From an optimization exercise on the open Yosys and OpenROAD flow, aimed at small area, a short achievable clock period and few clock cycles per item; shortcuts taken in it are not production practice.
In this exercise RTL edits were held to simulation tests only and were not proved equivalent to the original.

Setup of JK:
// mandel_iter_pipe
module mandel_iter_pipe #(
    parameter int WIDTH  = 16,
    parameter int FRAC   = 13,
    parameter int ITER_W = 8,
    parameter int STAGES = 4
) (
    input  logic              Clk,
    input  logic              Reset,
    input  logic              in_valid,
    output logic              in_ready,
    input  logic [WIDTH-1:0]  in_x,
    input  logic [WIDTH-1:0]  in_y,
    input  logic [WIDTH-1:0]  in_c1,
    input  logic [WIDTH-1:0]  in_c2,
    input  logic [ITER_W-1:0] in_div,
    input  logic              in_done,
    input  logic [ITER_W-1:0] max_iter,
    output logic              out_valid,
    input  logic              out_ready,
    output logic [WIDTH-1:0]  out_x,
    output logic [WIDTH-1:0]  out_y,
    output logic [WIDTH-1:0]  out_c1,
    output logic [WIDTH-1:0]  out_c2,
    output logic [ITER_W-1:0] out_div,
    output logic              out_done
);
Size: ~10000 cells after synthesis, ~1000 flip-flops, roughly 160 I/O pins, roughly 0.10 sq mm of cells after synthesis.
==> flow/config.mk <==
export PLATFORM = sky130hd
export DESIGN_NAME = mandel_iter_pipe
export DESIGN_NICKNAME = mandel_iter_pipe
export VERILOG_FILES = /design/flow/design.v
export SDC_FILE = /design/flow/constraint.sdc
export NUM_CORES = 4
export LEC_CHECK = 0
export CAP_MARGIN = 20
export CORE_MARGIN = 2
export CORE_UTILIZATION = 40
export SLEW_MARGIN = 20
==> flow/constraint.sdc <==
create_clock -name core_clock -period 14.0 [get_ports {Clk}]
set_input_delay 2.8000 -clock core_clock [delete_from_list [all_inputs] [get_ports {Clk}]]
set_output_delay 2.8000 -clock core_clock [all_outputs]
set_load 0.01 [all_outputs]
standard.sh (not shown) runs the stock make flow with config.mk's settings and CLKGATE_MAP_FILE= SYNTH_SCRIPT=/design/flow/synth_recipe.tcl, a recipe that flattens the netlist after the stock synthesis.
==> flow/flow/run.sh <==
#!/bin/bash
set -euo pipefail
MARGIN=${MARGIN:-8.5}
bash standard.sh SETUP_SLACK_MARGIN=$MARGIN finish > standard_make.log 2>&1
Testbench counts of JK, summed over its fixed seeds: cycles 3,272, items 3,200.
Input-level comparison between MS and JK:
==> flow/run.sh (new file) <==
#!/bin/bash
# synth_recipe.tcl (not shown) runs the flow's synth.tcl, then flattens the netlist and writes it again
# the make line also repeats each setting of config.mk as NAME=value (left out here)
make -C /OpenROAD-flow-scripts/flow DESIGN_CONFIG=/design/flow/config.mk WORK_HOME=/design/flow/orfs CLKGATE_MAP_FILE= SYNTH_SCRIPT=/design/flow/synth_recipe.tcl finish
removed: flow/flow/run.sh
removed: flow/standard.sh
### Flow results
MS closes out successfully: all stages finished, all timing, DRC and antenna checks passed. Higher global-route track usage on met1 was reported by JK, not MS. Taking JK over MS, the number of signal-net buffers in the layout ratio works out to 2.8. Compared to JK, MS reaches a lower achievable clock. Compared with JK, critical path depth in MS decreased by a few percent. MS reports a lower non-filler instance count after layout than JK does. Delta(total global routing track utilization, MS - JK) < 0.
### MS -> AL
==> flow/flow/run.sh (new file) <==
#!/bin/bash
set -euo pipefail
MARGIN=${MARGIN:-9.5}
bash standard.sh SETUP_SLACK_MARGIN=$MARGIN finish > standard_make.log 2>&1
==> flow/standard.sh (new file) <==
#!/bin/bash
# synth_recipe.tcl (not shown) runs the flow's synth.tcl, then flattens the netlist and writes it again
# the make line also repeats each setting of config.mk as NAME=value (left out here)
make -C /OpenROAD-flow-scripts/flow DESIGN_CONFIG=/design/flow/config.mk WORK_HOME=/design/flow/orfs CLKGATE_MAP_FILE= SYNTH_SCRIPT=/design/flow/synth_recipe.tcl "${@:-finish}"
removed: flow/run.sh
Notes after the runs:
- AL: done, clean on timing, DRC and antenna
- [diff] final critical path time including I/O delays and setup, AL relative to MS: improvement
- On synthesized cell count, MS and AL are basically level.
- Comparing MS and AL, the lower transition at the pin with the smallest max-transition slack is on AL.
- | met2 demand-to-capacity share in global routing | lower: MS |
- Final design area excluding fillers was lower in MS than in AL.

Starting RTL as in the previous note.
Settings: LEC_CHECK=0, CAP_MARGIN=20, CORE_MARGIN=2, CORE_UTILIZATION=40, SLEW_MARGIN=20; clock period 14.0 ns.
==> flow/flow/run.sh <==
#!/bin/bash
set -euo pipefail
MARGIN=${MARGIN:-8.5}
R=orfs/results/sky130hd/mandel_iter_pipe/base
bash standard.sh SETUP_SLACK_MARGIN=$MARGIN synth > standard_synth.log 2>&1
python3 flow/fa_polarity.py $R/1_2_yosys.v $R/1_2_yosys_pol.v > fa_polarity.log 2>&1
mv $R/1_2_yosys_pol.v $R/1_2_yosys.v
rm -f $R/1_synth.odb $R/1_synth.sdc
bash standard.sh SETUP_SLACK_MARGIN=$MARGIN finish > standard_make.log 2>&1
Other scripts of this flow, unchanged in this note and not shown: flow/flow/fa_polarity.py
The first run finished with timing, DRC and antenna clean.
Testbench counts at the start, summed over its fixed seeds: cycles 3,272, items 3,200.
Rerun with:
--- a/flow/flow/run.sh
+++ b/flow/flow/run.sh
@@ -2,3 +2,3 @@
 set -euo pipefail
-MARGIN=${MARGIN:-8.5}
+MARGIN=${MARGIN:-7.5}
 R=orfs/results/sky130hd/mandel_iter_pipe/base
=> The new run ran to the end with no violations. Clock-buffer cell count is unchanged. Cell area drops by 5.2%. Area after synthesis is unchanged. Register-to-register slack gets worse by 0.47 ns.
Rerun with:
--- a/flow/flow/run.sh
+++ b/flow/flow/run.sh
@@ -2,3 +2,3 @@
 set -euo pipefail
-MARGIN=${MARGIN:-7.5}
+MARGIN=${MARGIN:-8}
 R=orfs/results/sky130hd/mandel_iter_pipe/base
The new run finished with timing, DRC and antenna clean.
Worst setup slack improves by 0.37 ns.
Synthesized area stays the same.
Final area increases slightly.

Another version of the RTL of mandel_iter_pipe (not shown whole).
Size: about 160 I/O pins, roughly 72000 um^2 of cells after synthesis.
clock: 14.0 ns
lec_check: 0
cap_margin: 20
core_margin: 2
core_utilization: 40
slew_margin: 20
tns_end_percent: 30
==> flow/flow/run.sh <==
#!/bin/bash
set -euo pipefail
MARGIN=${MARGIN:-6.5}
R=orfs/results/sky130hd/mandel_iter_pipe/base
bash standard.sh SETUP_SLACK_MARGIN=$MARGIN synth > standard_synth.log 2>&1
python3 flow/polarity.py $R/1_2_yosys.v $R/1_2_yosys_pol.v "$FLOW_HOME/platforms/sky130hd/lib/sky130_fd_sc_hd__tt_025C_1v80.lib" > polarity.log 2>&1
mv $R/1_2_yosys_pol.v $R/1_2_yosys.v
rm -f $R/1_synth.odb $R/1_synth.sdc
bash standard.sh SETUP_SLACK_MARGIN=$MARGIN finish > standard_make.log 2>&1
Other scripts of this flow, unchanged in this note and not shown: flow/flow/polarity.py
The first run completed with no timing, DRC or antenna violations.
Testbench counts at the start, summed over its fixed seeds: cycles 3,240, items 3,200.
==> next run, changes <==
--- a/flow/flow/run.sh
+++ b/flow/flow/run.sh
@@ -2,3 +2,3 @@
 set -euo pipefail
-MARGIN=${MARGIN:-6.5}
+MARGIN=${MARGIN:-6.25}
 R=orfs/results/sky130hd/mandel_iter_pipe/base
Settings changed: TNS_END_PERCENT 30 to not set.
What happened:
- synthesized cell count does not change
- global-route usage shrinks by 0.28 points
- sequential cell count is unchanged
- cell area shrinks by 1.6%
- setup slack loses 200 ps
- hold slack hardly moves
- core utilization shrinks by 0.71 points
- sequential share of layout area grows by 0.22 points
- routed wire length shrinks by 1.8%

mandel_iter_pipe again, from the RTL that the note above started with.
Settings: LEC_CHECK=0, CAP_MARGIN=20, CORE_MARGIN=2, CORE_UTILIZATION=40, SLEW_MARGIN=20, TNS_END_PERCENT=10; clock period 14.0 ns.
==> flow/flow/run.sh <==
#!/bin/bash
set -euo pipefail
MARGIN=${MARGIN:-6.5}
R=orfs/results/sky130hd/mandel_iter_pipe/base
bash standard.sh SETUP_SLACK_MARGIN=$MARGIN synth > standard_synth.log 2>&1
python3 flow/polarity.py $R/1_2_yosys.v $R/1_2_yosys_pol.v "$FLOW_HOME/platforms/sky130hd/lib/sky130_fd_sc_hd__tt_025C_1v80.lib" > polarity.log 2>&1
mv $R/1_2_yosys_pol.v $R/1_2_yosys.v
rm -f $R/1_synth.odb $R/1_synth.sdc
bash standard.sh SETUP_SLACK_MARGIN=$MARGIN finish > standard_make.log 2>&1
Other scripts of this flow, unchanged in this note and not shown: flow/flow/polarity.py
Testbench counts at the start, summed over its fixed seeds: cycles 3,240, items 3,200.
==> next run, changes <==
- TNS_END_PERCENT: 10 -> default
Die area is unchanged.
Cell area is higher by 0.37%.
Wire length is higher by 0.36%.
Cell count hardly moves.
==> next run, changes <==
--- a/flow/flow/run.sh
+++ b/flow/flow/run.sh
@@ -1,5 +1,5 @@
 #!/bin/bash
 set -euo pipefail
-MARGIN=${MARGIN:-6.5}
+MARGIN=${MARGIN:-7.5}
 R=orfs/results/sky130hd/mandel_iter_pipe/base
 bash standard.sh SETUP_SLACK_MARGIN=$MARGIN synth > standard_synth.log 2>&1
- ABC_AREA: default -> 1
What happened: Die area climbs by 7.0%; worst hold slack degrades by 0.0053 ns; clock-buffer cell count went up by 4; maximum frequency rises by 6.2%; design area rose by 12%; via count rises by 25%; setup slack improves by 0.44 ns.
==> next run, changes <==
--- a/flow/flow/run.sh
+++ b/flow/flow/run.sh
@@ -1,5 +1,5 @@
 #!/bin/bash
 set -euo pipefail
-MARGIN=${MARGIN:-7.5}
+MARGIN=${MARGIN:-6.5}
 R=orfs/results/sky130hd/mandel_iter_pipe/base
 bash standard.sh SETUP_SLACK_MARGIN=$MARGIN synth > standard_synth.log 2>&1
- ABC_AREA: 1 -> default
- CTS_BUF_LIST: default -> sky130_fd_sc_hd__clkbuf_4 sky130_fd_sc_hd__clkbuf_8
Global-route usage fell by 4.9 points. Wire length fell by 23%. Core utilization fell by 2.5 points. Worst setup slack degrades by 0.39 ns. Area after synthesis fell by 6.6%.
==> next run, changes <==
--- a/flow/flow/run.sh
+++ b/flow/flow/run.sh
@@ -1,5 +1,5 @@
 #!/bin/bash
 set -euo pipefail
-MARGIN=${MARGIN:-6.5}
+MARGIN=${MARGIN:-7}
 R=orfs/results/sky130hd/mandel_iter_pipe/base
 bash standard.sh SETUP_SLACK_MARGIN=$MARGIN synth > standard_synth.log 2>&1
- ABC_AREA: default -> 1
- CTS_BUF_LIST: sky130_fd_sc_hd__clkbuf_4 sky130_fd_sc_hd__clkbuf_8 -> default
After rerunning:
- design area went up by 9.9%
- utilization went up by 1.3 points
- flip-flop and latch count does not change
- synthesized cell count went up by 27%
- synthesized area went up by about 7%
- clock skew went down by 0.022 ns
- sequential share of layout area went down by 1.2 points
- die area went up by about 7%
- setup slack improves by 0.33 ns

branch quartz:
mandel_iter_pipe, a different RTL version from the one above (not shown whole).
export LEC_CHECK = 0
export CAP_MARGIN = 20
export CORE_MARGIN = 2
export CORE_UTILIZATION = 40
export SLEW_MARGIN = 20
create_clock -name core_clock -period 14.0 [get_ports {Clk}]
==> flow/flow/run.sh <==
#!/bin/bash
set -euo pipefail
MARGIN=${MARGIN:-7}
R=orfs/results/sky130hd/mandel_iter_pipe/base
bash standard.sh SETUP_SLACK_MARGIN=$MARGIN synth > standard_synth.log 2>&1
python3 flow/fa_polarity.py $R/1_2_yosys.v $R/1_2_yosys_pol.v > fa_polarity.log 2>&1
mv $R/1_2_yosys_pol.v $R/1_2_yosys.v
rm -f $R/1_synth.odb $R/1_synth.sdc
bash standard.sh SETUP_SLACK_MARGIN=$MARGIN finish > standard_make.log 2>&1
Other scripts of this flow, unchanged in this note and not shown: flow/flow/fa_polarity.py
branch quartz was carried through to the last stage, and its layout satisfied the timing, design-rule and antenna checks.
Testbench counts of branch quartz, summed over its fixed seeds: cycles 3,240, items 3,200.
The following lists how branch amber was set up differently from branch quartz:
diff --git a/flow/flow/run.sh b/flow/flow/run.sh
--- a/flow/flow/run.sh
+++ b/flow/flow/run.sh
@@ -1,5 +1,5 @@
 #!/bin/bash
 set -euo pipefail
-MARGIN=${MARGIN:-7}
+MARGIN=${MARGIN:-6.5}
 R=orfs/results/sky130hd/mandel_iter_pipe/base
 bash standard.sh SETUP_SLACK_MARGIN=$MARGIN synth > standard_synth.log 2>&1
==> comparison <==
[compare] base=branch quartz new=branch amber: synthesized area saw little to no change.
[compare] base=branch quartz new=branch amber: number of non-filler instances in the completed layout down 1.9%, final area -about 4.6%, first-pass GRT wire length went down, register-to-register setup slack down 50 ps, non-clock buffer count dropped 26%.
Share of the final layout cell area in multi-input gates (branch amber over branch quartz): increase, 1.6 points

mandel_iter_pipe, a different RTL version from the one above (not shown whole).
Size: ~9900 cells after synthesis, roughly 98000 um2 of cells after synthesis.
export LEC_CHECK = 0
export ABC_AREA = 1
export CAP_MARGIN = 20
export CORE_MARGIN = 2
export CORE_UTILIZATION = 40
export SLEW_MARGIN = 20
create_clock -name core_clock -period 14.0 [get_ports {Clk}]
==> flow/flow/run.sh <==
#!/bin/bash
set -euo pipefail
MARGIN=${MARGIN:-8.5}
R=orfs/results/sky130hd/mandel_iter_pipe/base
bash standard.sh SETUP_SLACK_MARGIN=$MARGIN synth > standard_synth.log 2>&1
python3 flow/polarity.py $R/1_2_yosys.v $R/1_2_yosys_pol.v "$FLOW_HOME/platforms/sky130hd/lib/sky130_fd_sc_hd__tt_025C_1v80.lib" > polarity.log 2>&1
mv $R/1_2_yosys_pol.v $R/1_2_yosys.v
rm -f $R/1_synth.odb $R/1_synth.sdc
bash standard.sh SETUP_SLACK_MARGIN=$MARGIN finish > standard_make.log 2>&1
Other scripts of this flow, unchanged in this note and not shown: flow/flow/polarity.py
Testbench counts at the start, summed over its fixed seeds: cycles 3,272, items 3,200.
Next try:
--- a/flow/flow/run.sh
+++ b/flow/flow/run.sh
@@ -3 +3 @@
-MARGIN=${MARGIN:-8.5}
+MARGIN=${MARGIN:-8}
--- a/flow/config.mk
+++ b/flow/config.mk
@@ -8 +7,0 @@
-export ABC_AREA = 1
@@ -11 +10,2 @@
-export CORE_UTILIZATION = 40
+export CORE_UTILIZATION = 55
+export PLACE_DENSITY = 0.72
Outcome:
- cell count is lower by about a fifth
- maximum frequency is lower by a few percent
Next try:
--- a/flow/config.mk
+++ b/flow/config.mk
@@ -10,2 +10 @@
-export CORE_UTILIZATION = 55
-export PLACE_DENSITY = 0.72
+export CORE_UTILIZATION = 40
After rerunning: Global-route usage is lower by 6.8 points. Clock-buffer cell count is higher by 10. Wire length is higher by 4.9%. Die area is higher by 37%. Synthesized area is unchanged. Clock skew is higher by 47 ps. Sequential share of layout area is lower by 0.32 points. Worst hold slack got worse by 12 ps.

Setup of the baseline:
RTL: one of the versions met above, not the one the previous note started from.
Size in the first run: about 8,500 cells after synthesis, about 370 flip-flops, roughly 160 I/O pins, ~0.081 mm² of cells after synthesis.
// mandel_iter_pipe
module mandel_iter_pipe #(
    parameter int WIDTH  = 16,
    parameter int FRAC   = 13,
    parameter int ITER_W = 8,
    parameter int STAGES = 4
) (
    input  logic              Clk,
    input  logic              Reset,
    input  logic              in_valid,
    output logic              in_ready,
    input  logic [WIDTH-1:0]  in_x,
    input  logic [WIDTH-1:0]  in_y,
    input  logic [WIDTH-1:0]  in_c1,
    input  logic [WIDTH-1:0]  in_c2,
    input  logic [ITER_W-1:0] in_div,
    input  logic              in_done,
    input  logic [ITER_W-1:0] max_iter,
    output logic              out_valid,
    input  logic              out_ready,
    output logic [WIDTH-1:0]  out_x,
    output logic [WIDTH-1:0]  out_y,
    output logic [WIDTH-1:0]  out_c1,
    output logic [WIDTH-1:0]  out_c2,
    output logic [ITER_W-1:0] out_div,
    output logic              out_done
);
clock: 14.0 ns
lec_check: 0
cap_margin: 20
core_margin: 2
core_utilization: 40
setup_slack_margin: 5
slew_margin: 20
run.sh (not shown) runs the stock make flow with config.mk's settings and CLKGATE_MAP_FILE= SYNTH_SCRIPT=/design/flow/synth_recipe.tcl, a recipe that flattens the netlist after the stock synthesis.
Stock flow here: none of the scripts above is used.
Testbench counts of the baseline, summed over its fixed seeds: cycles 3,240, items 3,200.
> inputs changed (the baseline -> the candidate)
- SETUP_SLACK_MARGIN removed (was 5)
==> flow/flow/run.sh (new file) <==
#!/bin/bash
set -euo pipefail
MARGIN=${MARGIN:-7}
bash standard.sh SETUP_SLACK_MARGIN=$MARGIN finish > standard_make.log 2>&1
==> flow/standard.sh (new file) <==
#!/bin/bash
# synth_recipe.tcl (not shown) runs the flow's synth.tcl, then flattens the netlist and writes it again
# the make line also repeats each setting of config.mk as NAME=value (left out here)
make -C /OpenROAD-flow-scripts/flow DESIGN_CONFIG=/design/flow/config.mk WORK_HOME=/design/flow/orfs CLKGATE_MAP_FILE= SYNTH_SCRIPT=/design/flow/synth_recipe.tcl "${@:-finish}"
removed: flow/run.sh
Notes after the runs:
Between the candidate and the baseline, the transition time at the pin with the least slew margin is lower for the baseline.
Between the baseline and the candidate, the flow reports pin count of the biggest net entering global routing increasing by more than half.
The overall overflow remaining after global route on the candidate is in line with that on the baseline.
Diff the baseline -> the candidate: routed wire length now larger, number of antenna repair diodes grew by 2.

## port drivers added, routing unchanged
In the flow no input, the clock included, has a driving cell. The finished layouts below were timed again as built, in two steps. Step 1: set_driving_cell puts a clkbuf_16 on Clk and a buf_2 on each other input, an assumption about the parent block. Step 2, shift: input delay + t, output delay - t, t = (earliest + latest rising clock arrival at the registers) / 2. This alone moves slack from input paths to output paths. Three values: ideal, step 1, step 2; two values: the first two.
run	t, ns	setup WS [ns]	slew at the worst register clock pin (ns)
JK	0.896	8.037 / 8.037 / 8.037	0.07 / 0.07
MS	0.885	6.904 / 6.904 / 6.904	0.07 / 0.07
AL	0.897	8.039 / 8.039 / 8.039	0.07 / 0.07
the first run of note 2	0.865	8.221 / 8.221 / 8.221	0.06 / 0.06
the second run of note 2	0.857	7.753 / 7.753 / 7.753	0.07 / 0.07
the third run of note 2	0.859	8.121 / 8.121 / 8.121	0.07 / 0.07
the first run of note 3	0.751	6.635 / 6.622 / 6.622	0.07 / 0.07
the second run of note 3	0.743	6.433 / 6.428 / 6.428	0.07 / 0.07
the first run of note 4	0.750	6.627 / 6.620 / 6.620	0.07 / 0.07
the second run of note 4	0.750	6.550 / 6.550 / 6.550	0.07 / 0.07
the third run of note 4	0.776	6.987 / 6.987 / 6.987	0.08 / 0.08
the fourth run of note 4	0.843	6.594 / 6.570 / 6.570	0.09 / 0.09
the fifth run of note 4	0.768	6.927 / 6.927 / 6.927	0.08 / 0.08
branch quartz	0.756	6.709 / 6.709 / 6.709	0.07 / 0.07
branch amber	0.730	6.657 / 6.657 / 6.657	0.09 / 0.09
the first run of note 6	0.868	8.516 / 8.516 / 8.381	0.07 / 0.07
the second run of note 6	0.841	8.107 / 8.107 / 8.107	0.07 / 0.07
the third run of note 6	0.857	8.151 / 8.151 / 8.151	0.08 / 0.08
the baseline	0.714	5.294 / 5.294 / 5.294	0.07 / 0.07
the candidate	0.747	6.716 / 6.716 / 6.716	0.07 / 0.07
After both steps setup and hold are still met in every run listed. For the first run of note 6, which loses most, drivers alone change the setup slack by 0.000 ns; drivers and shift together by -0.135 ns.
